Context: an optimization exercise on an open-source flow, tuned for small area, a short achievable clock period and few clock cycles per item. The choices shown serve that exercise and are no tape-out recipe. The RTL was checked by simulation tests, not by an equivalence proof against the original design. Power is estimated from default activity; no workload was simulated.

Setup of red:
Design proof_emul, start of the top module:
module proof_emul #(
  parameter int BMAX = 256
) (
  input  logic            clk_i,
  input  logic            arst_ni,
  input  logic            istr_i,
  input  logic [BMAX-1:0] modp_i,
  input  logic [BMAX-1:0] opa_i,
  input  logic [BMAX-1:0] opb_i,
  output logic            busy_o,
  output logic            vlid_o,
  output logic            ierr_o,
  output logic [BMAX-1:0] prod_o
);
  localparam int W  = 261;    
  localparam int WT = 263;    
  localparam int EW = 12;     
  logic [255:0] p_r, a_r;
  logic [257:0] b_r;
  logic [W-1:0] ss_r, sc_r;
  localparam int NS = 4;
  localparam int SW = 9;
  localparam int S_G4 = 0, S_G1 = 1, S_DS1 = 2, S_DS2 = 3, S_DNG = 4,
                 S_QS1 = 5, S_QS2 = 6, S_QNG = 7, S_ROT = 8;
  logic [SW-1:0] sel_n;           
  logic [SW-1:0] sel_q [NS];      
  logic [SW-1:0] sel_c [NS];      
  logic [SW-1:0] sel0;            
  logic       busy_r, vlid_r;
  logic       m_norm, m_loop, m_res, m_rot;
  logic       first_r, cor_r;
  logic [7:0] j_r;                 
  logic [7:0] ka_r;                
  logic [6:0] sh_r;                
  logic [6:0] rc_r;                
  logic [WT-1:0] xs, ys, zd, mp, s1, c1, c1s, s2, c2;
  logic [WT-1:0] pw1, pw2;
  assign pw1 = {3'b0, p_r, 4'b0};
  ...
Size in the first run: about 1400 flip-flops, about 1000 I/O pins.
==> flow/config.mk <==
export PLATFORM = sky130hd
export DESIGN_NAME = proof_emul
export DESIGN_NICKNAME = proof_emul
export VERILOG_FILES = /design/flow/design.v
export SDC_FILE = /design/flow/constraint.sdc
export NUM_CORES = 4
export LEC_CHECK = 0
export CAP_MARGIN = 20
export CORE_MARGIN = 2
export CORE_UTILIZATION = 40
export SLEW_MARGIN = 20
==> flow/constraint.sdc <==
create_clock -name core_clock -period 17.5 [get_ports {clk_i}]
set_input_delay 3.5000 -clock core_clock [delete_from_list [all_inputs] [get_ports {clk_i}]]
set_output_delay 3.5000 -clock core_clock [all_outputs]
set_load 0.01 [all_outputs]
standard.sh (not shown) runs the stock make flow with config.mk's settings and CLKGATE_MAP_FILE= SYNTH_SCRIPT=/design/flow/synth_recipe.tcl, a recipe that flattens the netlist after the stock synthesis.
==> flow/flow/run.sh <==
#!/bin/bash
# Standard ORFS layout (the standard.sh), except that the port buffers are
# sky130_fd_sc_hd__buf_2 cells instead of the cell buffer_ports picks by default.
# The full make output goes to make_finish.log; ORFS keeps each step's log under orfs/logs.
set -euo pipefail
export BUFFER_PORTS_ARGS="-buffer_cell sky130_fd_sc_hd__buf_2"
bash standard.sh finish > make_finish.log 2>&1
Testbench counts of red, summed over its fixed seeds: cycles 26,406, items 192.
## Diff of input files: blue against red
==> flow/flow/run.sh <==
#!/bin/bash
# The standard ORFS layout (standard.sh), with two changes to how it is made:
#  - the port buffers are sky130_fd_sc_hd__buf_2 cells (buffer_ports' -buffer_cell);
#  - the flow's own repair_timing steps (after CTS and after global routing) are
#    asked for a larger setup slack margin, so that they size and buffer the
#    design for a shorter period than the constraint's. The SDC is unchanged.
# The full make output goes to make_finish.log; ORFS keeps each step's log under orfs/logs.
set -euo pipefail
export BUFFER_PORTS_ARGS="-buffer_cell sky130_fd_sc_hd__buf_2"
export SETUP_SLACK_MARGIN=12.5
bash standard.sh finish > make_finish.log 2>&1
==> run summary <==
Delta (blue minus red): overall power of the completed layout now larger, non-clock buffer count now larger, hold slack now smaller.

========
proof_emul, a different RTL version from the one above (not shown whole).
Size: about 1000 I/O pins, ~0.077 mm² of cells after synthesis.
==> flow/config.mk <==
export PLATFORM = sky130hd
export DESIGN_NAME = proof_emul
export DESIGN_NICKNAME = proof_emul
export VERILOG_FILES = /design/flow/design.v
export SDC_FILE = /design/flow/constraint.sdc
export NUM_CORES = 4
export LEC_CHECK = 0
export CAP_MARGIN = 20
export CORE_MARGIN = 2
export CORE_UTILIZATION = 40
export SLEW_MARGIN = 20
==> flow/constraint.sdc <==
create_clock -name core_clock -period 17.5 [get_ports {clk_i}]
set_input_delay 3.5000 -clock core_clock [delete_from_list [all_inputs] [get_ports {clk_i}]]
set_output_delay 3.5000 -clock core_clock [all_outputs]
set_load 0.01 [all_outputs]
==> flow/flow/run.sh <==
#!/bin/bash
# The standard ORFS layout (standard.sh), with two changes to how it is made:
#  - the port buffers are sky130_fd_sc_hd__buf_1 cells (buffer_ports' -buffer_cell);
#  - the flow's own repair_timing steps (after CTS and after global routing) are
#    asked for a larger setup slack margin, so that they size and buffer the
#    design for a shorter period than the constraint's. The SDC is unchanged.
# The full make output goes to make_finish.log; ORFS keeps each step's log under orfs/logs.
set -euo pipefail
export BUFFER_PORTS_ARGS="-buffer_cell sky130_fd_sc_hd__buf_1"
export SETUP_SLACK_MARGIN=12.5
bash standard.sh finish > make_finish.log 2>&1
Testbench counts at the start, summed over its fixed seeds: cycles 26,287, items 192.
Edit:
Settings changed: CTS_CLUSTER_DIAMETER set to 100, CTS_CLUSTER_SIZE set to 24.
After rerunning: The new run went through all stages and came out clean; clock power fell by 39%; core utilization fell by 1.8 points; sequential share of layout area rose by 1.5 points; final area fell by 3.8%; worst setup slack is worse by 13 ps; critical path depth stays the same; power fell by 9.7%; area after synthesis stays the same; non-clock buffer count fell by 22.
Edit:
==> flow/flow/run.sh (replaced) <==
#!/bin/bash
# The standard ORFS layout (standard.sh), with two changes to how it is made:
#  - the port buffers are sky130_fd_sc_hd__buf_2 cells (buffer_ports' -buffer_cell);
#  - the flow's own repair_timing steps (after CTS and after global routing) are
#    asked for a larger setup slack margin, so that they size and buffer the
#    design for a shorter period than the constraint's. The SDC is unchanged.
# The full make output goes to make_finish.log; ORFS keeps each step's log under orfs/logs.
set -euo pipefail
export BUFFER_PORTS_ARGS="-buffer_cell sky130_fd_sc_hd__buf_2"
export SETUP_SLACK_MARGIN=12.5
bash standard.sh finish > make_finish.log 2>&1
Settings changed: CORE_UTILIZATION 40 to 60, CTS_CLUSTER_DIAMETER 100 to not set, CTS_CLUSTER_SIZE 24 to not set.
The changed run finished clean.
Cell count shrinks by 8.0%.
Total power climbs by 9.1%.
Worst hold slack gets worse by 8.2 ps.
Wire length goes down by 8.1%.
Setup slack loses 28 ps.
Clock skew goes down by 13 ps.
Via count went up by 1.5%.
Clock power increases by 57%.
Global-route usage came out higher by 12 points.
Edit:
Settings changed: CORE_UTILIZATION 60 to 40, CTS_BUF_LIST set to sky130_fd_sc_hd__clkbuf_4 sky130_fd_sc_hd__clkbuf_8 sky130_fd_sc_hd__clkbuf_16.
- The new run went through all stages and came out clean
- power is higher by 3.2%
- sequential share of layout area drops by 0.81 points
- non-clock buffer count goes up by 10
- worst setup slack gets better by 48 ps
- core utilization is lower by 22 points
- design area goes up by about 2.3%
- via count fell by about 0.6%
- global-route usage decreases by 11 points
- clock skew goes up by 17 ps
Edit:
--- a/flow/flow/run.sh
+++ b/flow/flow/run.sh
@@ -8,4 +8,4 @@
 set -euo pipefail
 export BUFFER_PORTS_ARGS="-buffer_cell sky130_fd_sc_hd__buf_2"
-export SETUP_SLACK_MARGIN=12.5
+export SETUP_SLACK_MARGIN=12.2
 bash standard.sh finish > make_finish.log 2>&1
Settings changed: CTS_BUF_LIST sky130_fd_sc_hd__clkbuf_4 sky130_fd_sc_hd__clkbuf_8 sky130_fd_sc_hd__clkbuf_16 to not set.
Global-route usage drops by 0.30 points. Sequential share of layout area rose by 0.51 points. Critical path depth drops by 1. Worst setup slack gets worse by 230 ps. Power went down by 1.8%. Cell count decreases by 0.51%. Maximum frequency went down by 4.4%. First-iteration DRC count shrinks by 3.4%.

## afterwards: timing with drivers on the ports
The flow's constraints put no driver on any port. The routed layouts listed below were extracted and timed again, unchanged, in two steps.
Step 1 sets driving cells, clkbuf_16 on the clock port and buf_2 on the other inputs (assumed; they add their load-dependent delay and slew).
Step 2 moves the port delays by t, midway between the first and last clock arrival at a register: inputs arrive t later, outputs are due t later. That takes back most of the time a late clock gives input paths.
Slacks: no drivers / after step 1 / after step 2; pairs: no drivers / after step 1.
| run | t (ns) | setup WS [ns] | latest minus earliest clock arrival (ns) | worst register clock-pin slew, ns | cell pins on the clock port's net |
|---|---|---|---|---|---|
| red | 0.897 | 11.223 / 11.223 / 10.583 | 0.036 / 0.036 | 0.07 / 0.07 | 1 |
| blue | 0.922 | 11.974 / 11.876 / 11.614 | 0.054 / 0.054 | 0.07 / 0.07 | 1 |
| the first run of note 2 | 0.915 | 12.525 / 12.428 / 11.696 | 0.038 / 0.037 | 0.07 / 0.07 | 1 |
| the second run of note 2 | 0.839 | 12.512 / 12.415 / 11.768 | 0.045 / 0.045 | 0.11 / 0.11 | 1 |
| the third run of note 2 | 0.871 | 12.484 / 12.423 / 11.662 | 0.026 / 0.026 | 0.07 / 0.07 | 1 |
| the fourth run of note 2 | 0.907 | 12.532 / 12.442 / 11.670 | 0.040 / 0.041 | 0.07 / 0.07 | 1 |
| the fifth run of note 2 | 0.903 | 12.303 / 12.293 / 11.441 | 0.046 / 0.045 | 0.07 / 0.07 | 1 |
After both steps setup and hold are still met in every run listed.
